What follows belongs to an exercise in optimizing a design on an open flow for small area, a short achievable clock period and few clock cycles; a production flow would make more cautious choices.
In this exercise RTL edits were held to simulation tests only and were not proved equivalent to the original.
No activity file was given, so power comes from the tool's default toggle rates.

==> trial 31: inputs <==
==> flow/design.v <==
`default_nettype none
package kdr_pkg;
  localparam int DATA_W = 32;
  localparam int PARAM_W = 16;
  localparam int ACT_W = 3;
  localparam int CFG_IDX_W = 3;
  localparam int KEY_COUNT_DEF = 32;
  localparam int TIMER_BITS_DEF = 16;
  localparam logic [ACT_W-1:0] ACT_TICK   = 3'd0;
  localparam logic [ACT_W-1:0] ACT_PRESS  = 3'd1;
  localparam logic [ACT_W-1:0] ACT_REPEAT = 3'd2;
  localparam logic [ACT_W-1:0] ACT_SHORT  = 3'd3;
  localparam logic [ACT_W-1:0] ACT_LONG   = 3'd4;
  localparam logic [ACT_W-1:0] ACT_CHORD  = 3'd5;
  localparam logic [CFG_IDX_W-1:0] REG_ENABLED     = 3'd0;
  localparam logic [CFG_IDX_W-1:0] REG_ACTIVE_HIGH = 3'd1;
  localparam logic [CFG_IDX_W-1:0] REG_REPEAT_KEYS = 3'd2;
  localparam logic [CFG_IDX_W-1:0] REG_FIRST_DELAY = 3'd3;
  localparam logic [CFG_IDX_W-1:0] REG_PERIOD      = 3'd4;
  localparam logic [PARAM_W-1:0] FIRST_DELAY_RST = 16'd50;
  localparam logic [PARAM_W-1:0] PERIOD_RST      = 16'd20;
  typedef struct packed {
    logic [DATA_W-1:0]  enabled_keys;
    logic [DATA_W-1:0]  active_high_keys;
    logic [DATA_W-1:0]  repeat_keys;
    logic [PARAM_W-1:0] repeat_first_delay;
    logic [PARAM_W-1:0] repeat_period;
  } kdr_cfg_t;
  typedef struct packed {
    logic [ACT_W-1:0]  action;
    logic [DATA_W-1:0] pin_levels;
    logic [DATA_W-1:0] query_mask;
  } kdr_item_t;
  typedef struct packed {
    logic [DATA_W-1:0] selected_keys;
    logic [DATA_W-1:0] pending_presses;
    logic [DATA_W-1:0] debounced_keys;
  } kdr_res_t;
endpackage
`default_nettype wire
`default_nettype none
import kdr_pkg::*;
module kdr_cfg_regs (
  input  wire logic  clk,
  input  wire logic  rst_n,
  input  wire logic                 cfg_valid,
  output      logic                 cfg_ready,
  input  wire logic [CFG_IDX_W-1:0] cfg_index,
  input  wire logic [DATA_W-1:0]    cfg_data,
  output kdr_pkg::kdr_cfg_t   cfg,
  output      logic                 fd_one     
);
  logic [DATA_W-1:0]  en_r, ah_r, rk_r;
  logic [PARAM_W-1:0] fd_r, per_r;
  logic               fd_one_r;
  logic [DATA_W-1:0]  wd;
  logic [PARAM_W-1:0] wd_fd, wd_per;
  logic               we_en, we_ah, we_rk, we_fd, we_per;
  assign cfg_ready = 1'b1;
  assign wd     = cfg_data & {DATA_W{rst_n}};
  assign wd_fd  = (cfg_data[PARAM_W-1:0] & {PARAM_W{rst_n}}) | (FIRST_DELAY_RST & {PARAM_W{~rst_n}});
  assign wd_per = (cfg_data[PARAM_W-1:0] & {PARAM_W{rst_n}}) | (PERIOD_RST & {PARAM_W{~rst_n}});
  assign we_en  = ~rst_n | (cfg_valid & (cfg_index == REG_ENABLED));
  assign we_ah  = ~rst_n | (cfg_valid & (cfg_index == REG_ACTIVE_HIGH));
  assign we_rk  = ~rst_n | (cfg_valid & (cfg_index == REG_REPEAT_KEYS));
  assign we_fd  = ~rst_n | (cfg_valid & (cfg_index == REG_FIRST_DELAY));
  assign we_per = ~rst_n | (cfg_valid & (cfg_index == REG_PERIOD));
  always_ff @(posedge clk) begin
    if (we_en)  en_r  <= wd;
    if (we_ah)  ah_r  <= wd;
    if (we_rk)  rk_r  <= wd;
    if (we_fd)  fd_r  <= wd_fd;
    if (we_fd)  fd_one_r <= (wd_fd == PARAM_W'(1));
    if (we_per) per_r <= wd_per;
  end
  assign fd_one                 = fd_one_r;
  assign cfg.enabled_keys       = en_r;
  assign cfg.active_high_keys   = ah_r;
  assign cfg.repeat_keys        = rk_r;
  assign cfg.repeat_first_delay = fd_r;
  assign cfg.repeat_period      = per_r;
endmodule
`default_nettype wire
`default_nettype none
import kdr_pkg::*;
module kdr_state (
  input  wire logic                 clk,
  input  wire logic                 rst_n,
  input  wire logic                 acc,
  input  wire logic [ACT_W-1:0]     action,
  input  wire logic [DATA_W-1:0]    pins,
  input  wire logic [DATA_W-1:0]    q,
  input  wire kdr_pkg::kdr_cfg_t    cfg,
  input  wire logic                 fd_one,    
  output      logic [DATA_W-1:0]    sel_o,
  output      logic [DATA_W-1:0]    press_o,
  output      logic [DATA_W-1:0]    stable_o
);
  logic [DATA_W-1:0]  press_r, stable_r, rep_r, cnt_a_r, cnt_b_r, sel_r;
  logic [PARAM_W-1:0] tmr_r;
  logic               tpend_r;
  logic [DATA_W-1:0] en, ah, rk;
  assign en = cfg.enabled_keys;
  assign ah = cfg.active_high_keys;
  assign rk = cfg.repeat_keys;
  logic                any_rk;
  logic                rep_fire;
  logic [PARAM_W-1:0]  tmr_any, tmr_none;
  assign any_rk   = |(stable_r & rk);
  assign tmr_any  = (tmr_r == PARAM_W'(1)) ? cfg.repeat_period : tmr_r - 1'b1;
  assign tmr_none = fd_one ? cfg.repeat_period
                                                            : cfg.repeat_first_delay - 1'b1;
  assign rep_fire = tpend_r && (tmr_r == PARAM_W'(1));
  logic d_tick, d_press, d_rep, d_short, d_long, d_chord, chord_ok;
  assign d_tick  = (action == ACT_TICK);
  assign d_press = (action == ACT_PRESS);
  assign d_rep   = (action == ACT_REPEAT);
  assign d_short = (action == ACT_SHORT);
  assign d_long  = (action == ACT_LONG);
  assign d_chord = (action == ACT_CHORD);
  assign chord_ok = &(press_r | ~q);
  logic t_run;       
  logic t_hold;      
  logic s_all;       
  logic c_rep;       
  assign t_run   = acc & d_tick & rst_n;
  assign t_hold  = ~(acc & d_tick) & rst_n;
  assign s_all   = d_press | (d_chord & chord_ok);
  assign c_rep   = acc & (d_rep | d_long);
  logic [DATA_W-1:0] lvl, dis, tg, reff, psel, sel;
  assign lvl  = ~(pins ^ ah);                             
  assign dis  = {DATA_W{t_run}} & en & (stable_r ^ lvl);   
  assign tg   = dis & cnt_b_r & ~cnt_a_r;                 
  assign reff = rep_r | ({DATA_W{rep_fire}} & stable_r & rk);
  assign psel = q & press_r & ({DATA_W{s_all}} | ({DATA_W{d_short}} & ~stable_r) |
                               ({DATA_W{d_long}} & reff));
  assign sel  = (q & reff & {DATA_W{d_rep}}) | psel;
  always_ff @(posedge clk) begin
    cnt_a_r  <= (dis & ~cnt_b_r) | ({DATA_W{t_hold}} & cnt_a_r);
    cnt_b_r  <= (dis & cnt_a_r)  | ({DATA_W{t_hold}} & cnt_b_r);
    stable_r <= (stable_r & {DATA_W{rst_n}}) ^ tg;
    press_r  <= (press_r & ~(psel & {DATA_W{acc}}) & {DATA_W{rst_n}}) | (tg & lvl);
    rep_r    <= reff & ~(q & {DATA_W{c_rep}}) & {DATA_W{rst_n}};
  end
  always_ff @(posedge clk) begin
    if (!rst_n) begin
      tmr_r   <= '0;
      tpend_r <= 1'b0;
    end else begin
      tpend_r <= acc && d_tick;
      if (tpend_r) begin
        tmr_r <= any_rk ? tmr_any : tmr_none;
      end
    end
  end
  always_ff @(posedge clk) begin
    if (acc) begin
      sel_r <= sel;
    end
  end
  assign sel_o    = sel_r;
  assign press_o  = press_r;
  assign stable_o = stable_r;
endmodule
`default_nettype wire
`default_nettype none
import kdr_pkg::*;
module key_debounce_repeat_unit #(
  parameter int KEY_COUNT  = KEY_COUNT_DEF,
  parameter int TIMER_BITS = TIMER_BITS_DEF
) (
  input wire logic   clk,
  input wire logic   rst_n,
  input  wire logic                 in_valid,
  output      logic                 in_ready,
  input  wire logic [ACT_W-1:0]     in_action,
  input  wire logic [DATA_W-1:0]    in_pin_levels,
  input  wire logic [DATA_W-1:0]    in_query_mask,
  output      logic                 out_valid,
  input  wire logic                 out_ready,
  output      logic [DATA_W-1:0]    out_selected_keys,
  output      logic [DATA_W-1:0]    out_pending_presses,
  output      logic [DATA_W-1:0]    out_debounced_keys,
  input  wire logic                 cfg_valid,
  output      logic                 cfg_ready,
  input  wire logic [CFG_IDX_W-1:0] cfg_index,
  input  wire logic [DATA_W-1:0]    cfg_data
);
  kdr_pkg::kdr_cfg_t cfg;
  logic              fd_one;
  logic              out_v_r;
  logic              acc;
  kdr_cfg_regs u_cfg (
    .clk       (clk),
    .rst_n     (rst_n),
    .cfg_valid (cfg_valid),
    .cfg_ready (cfg_ready),
    .cfg_index (cfg_index),
    .cfg_data  (cfg_data),
    .cfg       (cfg),
    .fd_one    (fd_one)
  );
  assign in_ready = !out_v_r || out_ready;
  assign acc      = in_valid && in_ready;
  kdr_state u_state (
    .clk      (clk),
    .rst_n    (rst_n),
    .acc      (acc),
    .action   (in_action),
    .pins     (in_pin_levels),
    .q        (in_query_mask),
    .cfg      (cfg),
    .fd_one   (fd_one),
    .sel_o    (out_selected_keys),
    .press_o  (out_pending_presses),
    .stable_o (out_debounced_keys)
  );
  always_ff @(posedge clk) begin
    if (!rst_n) begin
      out_v_r <= 1'b0;
    end else if (in_ready) begin
      out_v_r <= in_valid;
    end
  end
  assign out_valid = out_v_r;
endmodule
`default_nettype wire
==> flow/flow/run.sh <==
#!/bin/bash
# The standard layout, with two changes: ports are buffered with plain buf_1
# cells (timing repair may upsize them) instead of the delay cells buffer_ports
# picks by default, and clock tree synthesis uses larger sink clusters and
# inserts no dummy loads.
set -euo pipefail
export BUFFER_PORTS_ARGS="-buffer_cell sky130_fd_sc_hd__buf_1"
export CTS_ARGS="-sink_clustering_enable -repair_clock_nets -dont_use_dummy_load -sink_clustering_size 12 -sink_clustering_max_diameter 50 -buf_list {sky130_fd_sc_hd__clkbuf_8}"
bash standard.sh > standard_flow.log 2>&1
==> flow/standard.sh <==
#!/bin/bash
# synth_recipe.tcl (not shown) runs the flow's synth.tcl, then flattens the netlist and writes it again
# the make line also repeats each setting of config.mk as NAME=value (left out here)
make -C /OpenROAD-flow-scripts/flow DESIGN_CONFIG=/design/flow/config.mk WORK_HOME=/design/flow/orfs CLKGATE_MAP_FILE= SYNTH_SCRIPT=/design/flow/synth_recipe.tcl "${@:-finish}"
==> flow/config.mk <==
export PLATFORM = sky130hd
export DESIGN_NAME = key_debounce_repeat_unit
export DESIGN_NICKNAME = key_debounce_repeat_unit
export VERILOG_FILES = /design/flow/design.v
export SDC_FILE = /design/flow/constraint.sdc
export NUM_CORES = 4
export LEC_CHECK = 0
export CAP_MARGIN = 20
export CORE_MARGIN = 2
export CORE_UTILIZATION = 45
export SETUP_SLACK_MARGIN = 2.65
export SLEW_MARGIN = 20
export TNS_END_PERCENT = 20
==> flow/constraint.sdc <==
create_clock -name core_clock -period 5.0 [get_ports {clk}]
set_input_delay 1.0000 -clock core_clock [delete_from_list [all_inputs] [get_ports {clk}]]
set_output_delay 1.0000 -clock core_clock [all_outputs]
set_load 0.01 [all_outputs]
==> inputs of trial 36, as changes to trial 31 <==
--- a/flow/flow/run.sh
+++ b/flow/flow/run.sh
@@ -7,3 +7,3 @@
 export BUFFER_PORTS_ARGS="-buffer_cell sky130_fd_sc_hd__buf_1"
-export CTS_ARGS="-sink_clustering_enable -repair_clock_nets -dont_use_dummy_load -sink_clustering_size 12 -sink_clustering_max_diameter 50 -buf_list {sky130_fd_sc_hd__clkbuf_8}"
+export CTS_ARGS="-sink_clustering_enable -repair_clock_nets -dont_use_dummy_load -sink_clustering_size 16 -sink_clustering_max_diameter 60 -buf_list {sky130_fd_sc_hd__clkbuf_8}"
 bash standard.sh > standard_flow.log 2>&1
--- a/flow/config.mk
+++ b/flow/config.mk
@@ -12,2 +12 @@
 export SLEW_MARGIN = 20
-export TNS_END_PERCENT = 20
==> inputs of build 30, as changes to trial 31 <==
--- a/flow/config.mk
+++ b/flow/config.mk
@@ -9,5 +9,4 @@
 export CORE_MARGIN = 2
-export CORE_UTILIZATION = 45
+export CORE_UTILIZATION = 55
 export SETUP_SLACK_MARGIN = 2.65
 export SLEW_MARGIN = 20
-export TNS_END_PERCENT = 20
==> qor summary <==
                                                                         trial 36        build 30        trial 31
Routed met2 length                                                       22100 um        21300 um        22100 um
Power in combinational cells                                             0.504 mW        0.509 mW        0.510 mW
Layout Cell Area excl Fill                                            17600 sq um     17600 sq um     17800 sq um
Maximum number of pins on one net before global-route repair                   52              66              57
Worst path setup slack after routing                                      2.62 ns         2.63 ns         2.59 ns
Post-Place Setup Slack                                                    1.44 ns         1.79 ns         1.47 ns
Total number of vias                                                        12500           12700           12500
Number of tap cells added at floorplan                                        442             341             442
Number of antenna violations at the first check in global routing               3               1               1
Clock transition at the registers of the reported paths                   0.10 ns         0.08 ns         0.08 ns
Cell with the biggest individual delay on the critical path                nor4_2         or4bb_1         a21oi_4
Run status                                                         finished clean  finished clean  finished clean
Total of cells resized after clock tree synthesis                              56              25              52
Clock share of power                                                        28.6%           30.2%           31.2%
Worst-case hold slack                                                    0.459 ns        0.450 ns        0.453 ns
First-pass GRT wire length                                               70400 um        67100 um        70400 um
Testbench counts of trial 31, summed over its fixed seeds: cycles 24,131.
Testbench counts of trial 36, summed over its fixed seeds: cycles 24,131.
Testbench counts of build 30, summed over its fixed seeds: cycles 24,131.

port drivers added, routing unchanged:
The results above use ideal ports. As a check the final layouts listed here were re-extracted and re-timed, cells and wires unchanged.
Step 1: set_driving_cell puts a clkbuf_16 on clk and a buf_2 on each other input, an assumption about the parent block.
Step 2 moves the port delays by t, midway between the first and last clock arrival at a register: inputs arrive t later, outputs are due t later. That takes back most of the time a late clock gives input paths.
a / b / c = ideal / step 1 / step 2; a / b = the first two.
run	t, ns	setup slack, ns	worst setup path after step 2	latest minus earliest clock arrival (ns)	worst register clock-pin slew, ns
trial 31	0.593	2.593 / 2.572 / 2.018	input to register	0.038 / 0.038	0.08 / 0.08
trial 36	0.657	2.621 / 2.638 / 1.984	input to register	0.053 / 0.053	0.11 / 0.11
build 30	0.577	2.632 / 2.628 / 2.078	input to register	0.035 / 0.036	0.09 / 0.09
After both steps every run listed still meets setup and hold. The setup slack of trial 36, which loses most, moves by +0.017 ns with the drivers and by -0.637 ns with both steps.
